Context: an optimization exercise on an open-source flow, tuned for small area and a short achievable clock period. The choices shown serve that exercise and are no tape-out recipe. The RTL was checked by simulation tests, not by an equivalence proof against the original design. Power figures rest on the tool's default switching activity, not on a simulated workload.

$ cat flow/run.sh
#!/bin/bash
# synth_recipe.tcl (not shown) runs the flow's synth.tcl, then flattens the netlist and writes it again
# the make line also repeats each setting of config.mk as NAME=value (left out here)
make -C /OpenROAD-flow-scripts/flow DESIGN_CONFIG=/design/flow/config.mk WORK_HOME=/design/flow/orfs CLKGATE_MAP_FILE= SYNTH_SCRIPT=/design/flow/synth_recipe.tcl finish
$ cat flow/config.mk
export PLATFORM = sky130hd
export DESIGN_NAME = l2_cache
export DESIGN_NICKNAME = l2_cache
export VERILOG_FILES = /design/flow/design.v
export SDC_FILE = /design/flow/constraint.sdc
export NUM_CORES = 4
export LEC_CHECK = 0
export CAP_MARGIN = 20
export CORE_MARGIN = 2
export CORE_UTILIZATION = 50
export SLEW_MARGIN = 20
$ cat flow/constraint.sdc
create_clock -name core_clock -period 7.0 [get_ports {clock}]
set_input_delay 1.4000 -clock core_clock [delete_from_list [all_inputs] [get_ports {clock}]]
set_output_delay 1.4000 -clock core_clock [all_outputs]
set_load 0.01 [all_outputs]
$ cat flow/design.v
package l2_pkg;
    typedef logic [16-1:0] addr_t;
    typedef logic [64-1:0] line_t;
    typedef logic [$clog2(16)-1:0] set_idx_t;
    typedef logic [16-$clog2(16)-1:0] tag_t;
    typedef logic [$clog2(4)-1:0] way_idx_t;
    typedef logic [$clog2(4)-1:0] age_t;       
    typedef logic [$clog2(4)-1:0] mshr_idx_t;
    typedef enum logic [1:0] {
        FILL_IDLE,
        FILL_READ,
        FILL_INSTALL
    } fill_state_t;
    typedef enum logic [1:0] {
        WB_IDLE,
        WB_SEND,
        WB_WAIT_RESP
    } wb_state_t;
endpackage
`timescale 1ns/1ps
module l2_way_slice (
    input  logic             clock,
    input  logic             reset,
    input  logic             rd_en,
    input  l2_pkg::set_idx_t rd_set,
    input  l2_pkg::tag_t     lookup_tag,
    output logic             hit,
    output l2_pkg::line_t    rd_data,
    output l2_pkg::tag_t     rd_tag,
    output logic             rd_dirty,
    input  logic             wr_en,
    input  l2_pkg::set_idx_t wr_set,
    input  l2_pkg::tag_t     wr_tag,
    input  l2_pkg::line_t    wr_data,
    input  logic             wr_dirty
);
    l2_pkg::line_t                   data_mem [16];
    l2_pkg::tag_t                    tag_mem  [16];
    logic [16-1:0] valid_bits;
    logic [16-1:0] dirty_bits;
    l2_pkg::tag_t lookup_q;      
    logic valid_q;
    logic dirty_q;
    always_ff @(posedge clock) begin
        if (reset) begin
            valid_bits <= '0;
            valid_q    <= 1'b0;
        end else begin
            if (wr_en) valid_bits[wr_set] <= 1'b1;
            if (rd_en) valid_q <= valid_bits[rd_set];
        end
    end
    always_ff @(posedge clock) begin
        if (wr_en) begin
            data_mem[wr_set]   <= wr_data;
            tag_mem[wr_set]    <= wr_tag;
            dirty_bits[wr_set] <= wr_dirty;
        end
        if (rd_en) begin     
            rd_data  <= data_mem[rd_set];
            rd_tag   <= tag_mem[rd_set];
            dirty_q  <= dirty_bits[rd_set];
            lookup_q <= lookup_tag;
        end
    end
    assign hit      = valid_q && (rd_tag == lookup_q);
    assign rd_dirty = valid_q && dirty_q;    
endmodule
`timescale 1ns/1ps
module l2_lru (
    input  logic             clock,
    input  logic             reset,
    input  l2_pkg::set_idx_t set_idx,
    input  logic             touch_en,
    input  l2_pkg::way_idx_t touch_way,
    output l2_pkg::way_idx_t victim_way
);
    l2_pkg::age_t ages [16][4];
    l2_pkg::age_t touched_age;
    assign touched_age = ages[set_idx][touch_way];
    always_comb begin
        victim_way = '0;
        for (int w = 0; w < 4; w++) begin
            if (ages[set_idx][w] == '0) victim_way = l2_pkg::way_idx_t'(w);
        end
    end
    always_ff @(posedge clock) begin
        if (reset) begin
            for (int s = 0; s < 16; s++) begin
                for (int w = 0; w < 4; w++) begin
                    ages[s][w] <= l2_pkg::age_t'(w);
                end
            end
        end else if (touch_en) begin
            for (int w = 0; w < 4; w++) begin
                if (l2_pkg::way_idx_t'(w) == touch_way) begin
                    ages[set_idx][w] <= l2_pkg::age_t'(4 - 1);
                end else if (ages[set_idx][w] > touched_age) begin
                    ages[set_idx][w] <= ages[set_idx][w] - 1'b1;
                end
            end
        end
    end
endmodule
`timescale 1ns/1ps
module l2_mshr_queue (
    input  logic          clock,
    input  logic          reset,
    input  logic          push,
    input  l2_pkg::addr_t push_addr,
    input  l2_pkg::addr_t match_addr,
    output logic          pending,
    output logic          full,
    output logic          empty,
    output l2_pkg::addr_t head_addr,
    input  logic          pop,
    output logic          ar_valid,
    input  logic          ar_ready,
    output l2_pkg::addr_t ar_addr
);
    logic [4-1:0] entry_valid;
    logic [4-1:0] sent;         
    l2_pkg::addr_t                    addrs [4];
    l2_pkg::mshr_idx_t free_idx;     
    l2_pkg::mshr_idx_t issue_idx;    
    l2_pkg::mshr_idx_t wait_idx;     
    assign full      = entry_valid[free_idx];
    assign empty     = !entry_valid[wait_idx];
    assign head_addr = addrs[wait_idx];
    assign ar_valid = entry_valid[issue_idx] && !sent[issue_idx];
    assign ar_addr  = addrs[issue_idx];
    always_comb begin
        pending = 1'b0;
        for (int i = 0; i < 4; i++) begin
            if (entry_valid[i] && addrs[i] == match_addr) pending = 1'b1;
        end
    end
    always_ff @(posedge clock) begin
        if (reset) begin
            entry_valid <= '0;
            sent        <= '0;
            free_idx    <= '0;
            issue_idx   <= '0;
            wait_idx    <= '0;
        end else begin
            if (push) begin
                entry_valid[free_idx] <= 1'b1;
                free_idx              <= free_idx + 1'b1;
            end
            if (ar_valid && ar_ready) begin
                sent[issue_idx] <= 1'b1;
                issue_idx       <= issue_idx + 1'b1;
            end
            if (pop) begin      
                entry_valid[wait_idx] <= 1'b0;
                sent[wait_idx]        <= 1'b0;
                wait_idx              <= wait_idx + 1'b1;
            end
        end
    end
    always_ff @(posedge clock) begin
        if (push) addrs[free_idx] <= push_addr;
    end
endmodule
`timescale 1ns/1ps
module l2_writeback (
    input  logic          clock,
    input  logic          reset,
    input  logic          wb_start,
    input  l2_pkg::addr_t wb_addr,
    input  l2_pkg::line_t wb_line,
    output logic          buffer_busy,
    output logic          aw_valid,
    input  logic          aw_ready,
    output l2_pkg::addr_t aw_addr,
    output logic          w_valid,
    input  logic          w_ready,
    output l2_pkg::line_t w_data,
    input  logic          b_valid,
    output logic          b_ready
);
    l2_pkg::wb_state_t state;
    assign buffer_busy = (state != l2_pkg::WB_IDLE);
    assign b_ready     = (state == l2_pkg::WB_WAIT_RESP);
    always_ff @(posedge clock) begin
        if (reset) begin
            state    <= l2_pkg::WB_IDLE;
            aw_valid <= 1'b0;
            w_valid  <= 1'b0;
        end else begin
            case (state)
                l2_pkg::WB_IDLE: begin
                    if (wb_start) begin
                        state    <= l2_pkg::WB_SEND;
                        aw_valid <= 1'b1;
                        w_valid  <= 1'b1;
                    end
                end
                l2_pkg::WB_SEND: begin
                    if (aw_ready) aw_valid <= 1'b0;
                    if (w_ready) w_valid <= 1'b0;
                    if ((!aw_valid || aw_ready) && (!w_valid || w_ready)) state <= l2_pkg::WB_WAIT_RESP;
                end
                default: begin
                    if (b_valid) state <= l2_pkg::WB_IDLE;    
                end
            endcase
        end
    end
    always_ff @(posedge clock) begin
        if (wb_start && state == l2_pkg::WB_IDLE) begin
            aw_addr <= wb_addr;
            w_data  <= wb_line;
        end
    end
endmodule
`timescale 1ns/1ps
module l2_control (
    input  logic                         clock,
    input  logic                         reset,
    input  logic                         req_valid,
    input  logic                         req_write,
    input  l2_pkg::addr_t                req_addr,
    input  l2_pkg::line_t                req_data,
    output logic                         resp_valid,
    output l2_pkg::addr_t                resp_addr,
    output l2_pkg::line_t                resp_data,
    output logic                         busy,
    input  logic                         r_valid,
    output logic                         r_ready,
    input  l2_pkg::line_t                r_data,
    output logic                         rd_en,
    output l2_pkg::set_idx_t             rd_set,
    output l2_pkg::tag_t                 lookup_tag,
    input  logic [4-1:0]          hit,
    input  l2_pkg::line_t [4-1:0] rd_data,
    input  l2_pkg::tag_t [4-1:0]  rd_tag,
    input  logic [4-1:0]          rd_dirty,
    output logic [4-1:0]          wr_en,
    output l2_pkg::set_idx_t             wr_set,
    output l2_pkg::tag_t                 wr_tag,
    output l2_pkg::line_t                wr_data,
    output logic                         wr_dirty,
    output logic                         touch_en,
    output l2_pkg::way_idx_t             touch_way,
    output l2_pkg::set_idx_t             set_idx,
    input  l2_pkg::way_idx_t             victim_way,
    output logic                         push,
    output l2_pkg::addr_t                push_addr,
    output l2_pkg::addr_t                match_addr,
    input  logic                         pending,
    input  logic                         full,
    input  logic                         empty,
    input  l2_pkg::addr_t                head_addr,
    output logic                         pop,
    output logic                         wb_start,
    output l2_pkg::addr_t                wb_addr,
    output l2_pkg::line_t                wb_line,
    input  logic                         buffer_busy
);
    localparam int SET_BITS = $clog2(16);
    logic        lk_valid, lk_write, hold_valid, hold_write;
    l2_pkg::addr_t       lk_addr, hold_addr, rd_addr, cur_addr;
    l2_pkg::line_t       lk_data, hold_data, fill_line, resp_data_d;
    l2_pkg::fill_state_t fill_state;
    logic        fill_busy, reissue, start, hit_any, need_wb;
    logic        lk_done, to_hold, resp_fire;
    l2_pkg::way_idx_t    hit_way, way_sel;
    always_comb begin
        hit_way = '0;
        for (int w = 0; w < 4; w++) begin
            if (hit[w]) hit_way = l2_pkg::way_idx_t'(w);
        end
    end
    assign hit_any   = |hit;
    assign way_sel   = hit_any ? hit_way : victim_way;     
    assign need_wb   = !hit_any && rd_dirty[victim_way];
    assign fill_busy = (fill_state != l2_pkg::FILL_IDLE);
    assign match_addr = lk_valid ? lk_addr : hold_addr;
    assign reissue    = hold_valid && !lk_valid && !pending && !fill_busy;
    assign start      = req_valid || reissue;
    assign busy       = lk_valid || hold_valid || full || fill_busy;
    assign r_ready    = !fill_busy && !start && !lk_valid && !empty;
    assign rd_addr    = (fill_state == l2_pkg::FILL_READ) ? head_addr : hold_valid ? hold_addr : req_addr;
    assign rd_en      = start || (fill_state == l2_pkg::FILL_READ);
    assign rd_set     = l2_pkg::set_idx_t'(rd_addr);
    assign lookup_tag = l2_pkg::tag_t'(rd_addr >> SET_BITS);
    assign cur_addr  = fill_busy ? head_addr : lk_addr;
    assign set_idx   = l2_pkg::set_idx_t'(cur_addr);
    assign wr_set    = set_idx;
    assign wr_tag    = l2_pkg::tag_t'(cur_addr >> SET_BITS);
    assign wr_data   = fill_busy ? fill_line : lk_data;
    assign wr_dirty  = !fill_busy;       
    assign touch_way = way_sel;
    assign push_addr = lk_addr;
    assign wb_addr   = {rd_tag[victim_way], set_idx};
    assign wb_line   = rd_data[victim_way];
    always_comb begin
        wr_en       = '0;
        touch_en    = 1'b0;
        push        = 1'b0;
        pop         = 1'b0;
        wb_start    = 1'b0;
        lk_done     = 1'b0;
        to_hold     = 1'b0;
        resp_fire   = 1'b0;
        resp_data_d = wr_data;
        if (fill_state == l2_pkg::FILL_INSTALL) begin
            if (!(need_wb && buffer_busy)) begin    
                wr_en[way_sel] = 1'b1;
                touch_en       = 1'b1;
                pop            = 1'b1;
                wb_start       = need_wb;
                resp_fire      = 1'b1;
            end
        end else if (lk_valid) begin
            if (pending) begin
                to_hold = 1'b1;
                lk_done = 1'b1;
            end else if (lk_write) begin
                if (!(need_wb && buffer_busy)) begin    
                    wr_en[way_sel] = 1'b1;
                    touch_en       = 1'b1;
                    wb_start       = need_wb;
                    resp_fire      = 1'b1;
                    lk_done        = 1'b1;
                end
            end else if (hit_any) begin
                touch_en    = 1'b1;
                resp_data_d = rd_data[hit_way];
                resp_fire   = 1'b1;
                lk_done     = 1'b1;
            end else if (!buffer_busy) begin
                push    = 1'b1;
                lk_done = 1'b1;
            end
        end
    end
    always_ff @(posedge clock) begin
        if (reset) begin
            lk_valid   <= 1'b0;
            hold_valid <= 1'b0;
            fill_state <= l2_pkg::FILL_IDLE;
            resp_valid <= 1'b0;
        end else begin
            resp_valid <= resp_fire;
            if (start) lk_valid <= 1'b1;
            else if (lk_done) lk_valid <= 1'b0;
            if (to_hold) hold_valid <= 1'b1;
            else if (reissue) hold_valid <= 1'b0;
            case (fill_state)
                l2_pkg::FILL_IDLE: if (r_valid && r_ready) fill_state <= l2_pkg::FILL_READ;
                l2_pkg::FILL_READ: fill_state <= l2_pkg::FILL_INSTALL;
                default:   if (pop) fill_state <= l2_pkg::FILL_IDLE;
            endcase
        end
    end
    always_ff @(posedge clock) begin
        if (start) begin
            lk_write <= hold_valid ? hold_write : req_write;
            lk_addr  <= rd_addr;
            lk_data  <= hold_valid ? hold_data : req_data;
        end
        if (to_hold) begin
            hold_write <= lk_write;
            hold_addr  <= lk_addr;
            hold_data  <= lk_data;
        end
        if (r_valid && r_ready) fill_line <= r_data;
        if (resp_fire) begin
            resp_addr <= cur_addr;
            resp_data <= resp_data_d;    
        end
    end
endmodule
`timescale 1ns/1ps
module l2_cache (
    input  logic          clock,
    input  logic          reset,
    input  logic          req_valid,
    input  logic          req_write,
    input  l2_pkg::addr_t req_addr,
    input  l2_pkg::line_t req_data,
    output logic          resp_valid,
    output l2_pkg::addr_t resp_addr,
    output l2_pkg::line_t resp_data,
    output logic          busy,
    output logic          ar_valid,
    input  logic          ar_ready,
    output l2_pkg::addr_t ar_addr,
    input  logic          r_valid,
    output logic          r_ready,
    input  l2_pkg::line_t r_data,
    output logic          aw_valid,
    input  logic          aw_ready,
    output l2_pkg::addr_t aw_addr,
    output logic          w_valid,
    input  logic          w_ready,
    output l2_pkg::line_t w_data,
    input  logic          b_valid,
    output logic          b_ready
);
    logic                  rd_en, wr_dirty;
    l2_pkg::set_idx_t              rd_set, wr_set, set_idx;
    l2_pkg::tag_t                  lookup_tag, wr_tag;
    logic [4-1:0]   hit, rd_dirty, wr_en;
    l2_pkg::line_t [4-1:0]  rd_data;
    l2_pkg::tag_t [4-1:0]   rd_tag;
    l2_pkg::line_t                 wr_data, wb_line;
    logic                  touch_en, push, pending, full, empty, pop, wb_start, buffer_busy;
    l2_pkg::way_idx_t              touch_way, victim_way;
    l2_pkg::addr_t                 push_addr, match_addr, head_addr, wb_addr;
    l2_control u_control (.*);
    for (genvar w = 0; w < 4; w++) begin : g_way
        l2_way_slice u_way (
            .clock, .reset, .rd_en, .rd_set, .lookup_tag,
            .hit      (hit[w]),
            .rd_data  (rd_data[w]),
            .rd_tag   (rd_tag[w]),
            .rd_dirty (rd_dirty[w]),
            .wr_en    (wr_en[w]),
            .wr_set, .wr_tag, .wr_data, .wr_dirty
        );
    end
    l2_lru u_lru (.clock, .reset, .set_idx, .touch_en, .touch_way, .victim_way);
    l2_mshr_queue u_mshr (
        .clock, .reset, .push, .push_addr, .match_addr, .pending, .full, .empty,
        .head_addr, .pop, .ar_valid, .ar_ready, .ar_addr
    );
    l2_writeback u_wb (
        .clock, .reset, .wb_start, .wb_addr, .wb_line, .buffer_busy,
        .aw_valid, .aw_ready, .aw_addr, .w_valid, .w_ready, .w_data, .b_valid, .b_ready
    );
endmodule
==> reports/summary.txt <==
Yosys cell types: 92
WL/cell: 35.7 um
Slew Limit Fails: 0
H-tree depth: 6
vias per cell: 6.32
I/O Buffers: 335
status: complete, no violations
Min-Delay Path Depth: 0
first-pass GRT wire length: 980 mm
Seq/Total Area, Yosys: 76.4%
die span in x: 684 um
Net count, final: 13200
clk_skew: 49.3 ps
asr flop ratio synth: 0%
HP Class: flip-flop to flip-flop
layout cells sized above 1: 23.0%
Setup crit start kind: flip-flop
Placer Congestion: 0.916
setup violators final: 0
IR drop worst, VDD: 269 uV
Area growth, synth to finish: 15.2%
WP data required: 7740 ps
setup TNS: 0 ps
Post-Synthesis Cells: 12200
later-pin clock latency in the skew report: 1080 ps
Yosys warnings: 5
Fin. Hold Viols: 0
Worst EP arrival: 7480 ps
PnR Total Power: 76.5 mW
Hold Path Sink: u_control.hold_data[52]
Synth Cell Area: 231000 um2
leak pwr: 85.6 nW
CTS tree: built
Routed Antenna Nets: 0
Hold Path Origin: u_control.lk_data[52]
unrepaired setup endpoints after global routing: no
final worst path period share: 96.3%
Num CTS Buffers: 613
final WL: 701 mm
crit path time final: 6740 ps
height of the die: 684 um
total number of vias: 124000
Slew @ Worst Pin: 1270 ps
vias in the first global route: 125000
Rel. slew slack: 15.1%
ys flop type: edfxtp_1
register bit count reported by yosys: 5921
worst r2r path cells: 27
CP endpoint kind: flip-flop
area fraction of the dominant cell type after synthesis: 75.6%
CTS clk-pin slew, worst paths: 60 ps
die area: 468000 um2
Critical Path Fanout Max: 16
top cells by area, synth: edfxtp_1, mux4_2, nand2_1, a31oi_1, and3_1
reg2reg setup slack: 260 ps
clock sinks: 5921
HPWL Detailed: 427 mm
DRC: 0
core area: 460000 um2
row cnt: 249
Post-synth EDFFs: 5826
CTS Hold Buffers Added: 0
fmax: 148 MHz
First-pass DRT Iterations: 6
root buf cell: clkbuf_16
Synth area leader: edfxtp_1
1st-iter DRT viols: 15600
mean post-synth cell area: 19.0 um2
Power Dens Cells: 287 nW/um2
CTS Buffer Depth: 4
boundary pin count: 336
Reg-to-Reg End: u_lru.ages[41][1]
Initial Util: 50.3%
syn_nets: 12400
largest net degree at the start of global routing: 124
initial antenna violation count: 32
total of max-cap violations: 0
total gr overflow: 0
crit path kind: flip-flop to flip-flop
GRT Overall Usage: 29.7%
how the worst max path moves through the flow:
stage	from	to	slack, ps	cells after the start
after CTS	flip-flop	u_lru.ages[58][0]	20	26
after global placement	flip-flop	u_lru.ages[39][0]	-140	25
after floorplan	flip-flop	g_way[1].u_way.data_mem[12][0]	-1150	22
final	flip-flop	u_lru.ages[41][1]	260	27
after detailed placement	flip-flop	u_lru.ages[58][1]	9	25
after global routing	flip-flop	u_lru.ages[0][1]	10	27
sequential cells by signal, summed over array words and instances (netlist names), 12 cells and up, named ones only:
signal                  count
g_way.u_way.valid_bits     64
g_way.u_way.data_mem     4096
g_way.u_way.lookup_q       12
u_control.hold_data        64
g_way.u_way.rd_tag         48
u_control.resp_addr        16
g_way.u_way.tag_mem       768
u_control.lk_data          64
u_control.resp_data        64
u_control.lk_addr          16
u_control.hold_addr        16
u_control.fill_line        64
u_lru.ages                128
g_way.u_way.rd_data       256
u_wb.aw_addr               16
u_wb.w_data                64
u_mshr.addrs               64
g_way.u_way.dirty_bits     64
synthesized netlist by cell type (16+ instances only):
| cell | instances |
|---|---|
| a21o_1 | 41 |
| a21oi_1 | 291 |
| a31oi_1 | 324 |
| and3_1 | 318 |
| buf_1 | 183 |
| buf_2 | 106 |
| clkbuf_1 | 411 |
| dfxtp_1 | 95 |
| edfxtp_1 | 5826 |
| ha_1 | 32 |
| inv_1 | 91 |
| mux2_2 | 137 |
| mux2i_1 | 117 |
| mux4_2 | 1282 |
| nand2_1 | 1922 |
| nand3_1 | 27 |
| nor2_1 | 299 |
| nor3_1 | 41 |
| nor4_1 | 16 |
| o21ai_0 | 103 |
| o21bai_1 | 56 |
| o22ai_1 | 76 |
| or2_2 | 36 |
| xnor2_1 | 114 |
layout make-up:
class	count	area (um2)
Fill cell	34100	194000
Sequential cell	5921	177000
Inverter	94	395
Antenna cell	14	35.0
Clock buffer	774	16300
Multi-Input combinational cell	5465	52300
Timing Repair Buffer	915	10000
Clock inverter	328	2970
Tap cell	6149	7690
cells in the final DEF (no fill, tap or decap), types with 114 or more instances in the layout:
cell type,n
edfxtp_1,5826
nand2_1,1847
mux4_2,1282
clkbuf_16,628
buf_4,397
clkdlybuf4s50_1,334
a31oi_1,324
and3_1,318
a21oi_1,289
nor2_1,231
buf_12,183
clkbuf_1,140
mux2_2,137
clkinv_1,124
mux2i_1,117
xnor2_1,114
through the flow:
stage / cell area (um2) / instances / worst slack [ps] / hold slack (ps) / util, %
finish: 267000 / 19700 / 257 / 436 / 57.9
global route: 267000 / 19700 / 13.1 / 446 / 57.9
CTS: 266000 / 19600 / 21.6 / 429 / 57.9
detailed placement: 247000 / 18500 / 8.95 / 434 / 53.7
global placement: 247000 / 18500 / -145 / 432 / 53.7
floorplan: 231000 / 12200 / -1150 / 426 / -
cell families (layout without fill, tap and decap cells):
| family | count (synthesis) | after routing | share of synthesized area [%] |
|---|---|---|---|
| AOI/OAI and AO/OA | 1012 | 1012 | 2.75 |
| xor gates and xnor gates | 118 | 118 | 0.447 |
| adders and majority gates | 32 | 32 | 0.173 |
| buffers and inverters | 819 | 2111 | 1.45 |
| DFF | 5921 | 5921 | 76.4 |
| muxes | 1547 | 1547 | 13.7 |
| other | 0 | 14 | 0 |
| and+or+nand+nor | 2756 | 2756 | 5.06 |
where the power goes:
group          total (mW)  internal (mW)  switching [mW]  leakage [nW]
combinational        5.05           1.69            3.36          22.8
clock                31.7           18.0            13.7          9.43
sequential           39.8           39.5           0.263          53.4
metal layers:
layer	up-vias	global-route usage (%)	share of wire [%]
met5	-	0	0.013
met4	16	10.1	3.8
met3	993	4.49	8.2
met2	6268	48.6	49
met1	66600	41.3	39
li1	50400	-	-
critical path, stage by stage, from the launching register on:
cell and delay (ps):
dfxtp_2 440, mux4_2 670, a31o_2 370, nand3_1 270
o22ai_1 140, nor3_1 210, o221ai_1 190, a211oi_2 280
inv_1 140, ha_4 200, nor2b_1 140, or2_2 300
a211oi_2 270, or2_4 190, buf_4 140, nand2_1 60
a311o_1 360, a32oi_1 260, nand4_1 240, buf_4 250
ha_1 290, nor2b_1 120, o21ai_0 120, buf_4 160
nand2_1 60, nand2_1 90, buf_12 170, o21bai_1 230
timing repair:
action | 4_1_cts | 5_1_grt
buffers inserted | 0 | 0
gates resized for setup | 1 | 10
endpoints found under the setup margin | 17 | 301

[afterwards: timing with drivers on the ports]
In the flow no input, the clock included, has a driving cell. The finished layout below was timed again as built, in two steps.
Step 1, drivers: a clkbuf_16 drives clock and a buf_2 each remaining input, both assumed.
Step 2 adds t to the input delays and takes it off the output delays; t is the mean of the earliest and latest rising clock arrival at the registers after step 1. Input paths then give back, and output paths get back, about the clock's delay inside the block.
a / b / c = ideal / step 1 / step 2; a / b = the first two.
shift t [ns]: 1.191
slack for setup (ns): 0.257 / 0.257 / 0.257
worst hold slack (ns): 0.436 / 0.436 / 0.436
clock arrival spread, ns: 0.049 / 0.050
After both steps this run still meets setup and hold. The setup slack of this run moves by 0.000 ns with the drivers and by 0.000 ns with both steps.
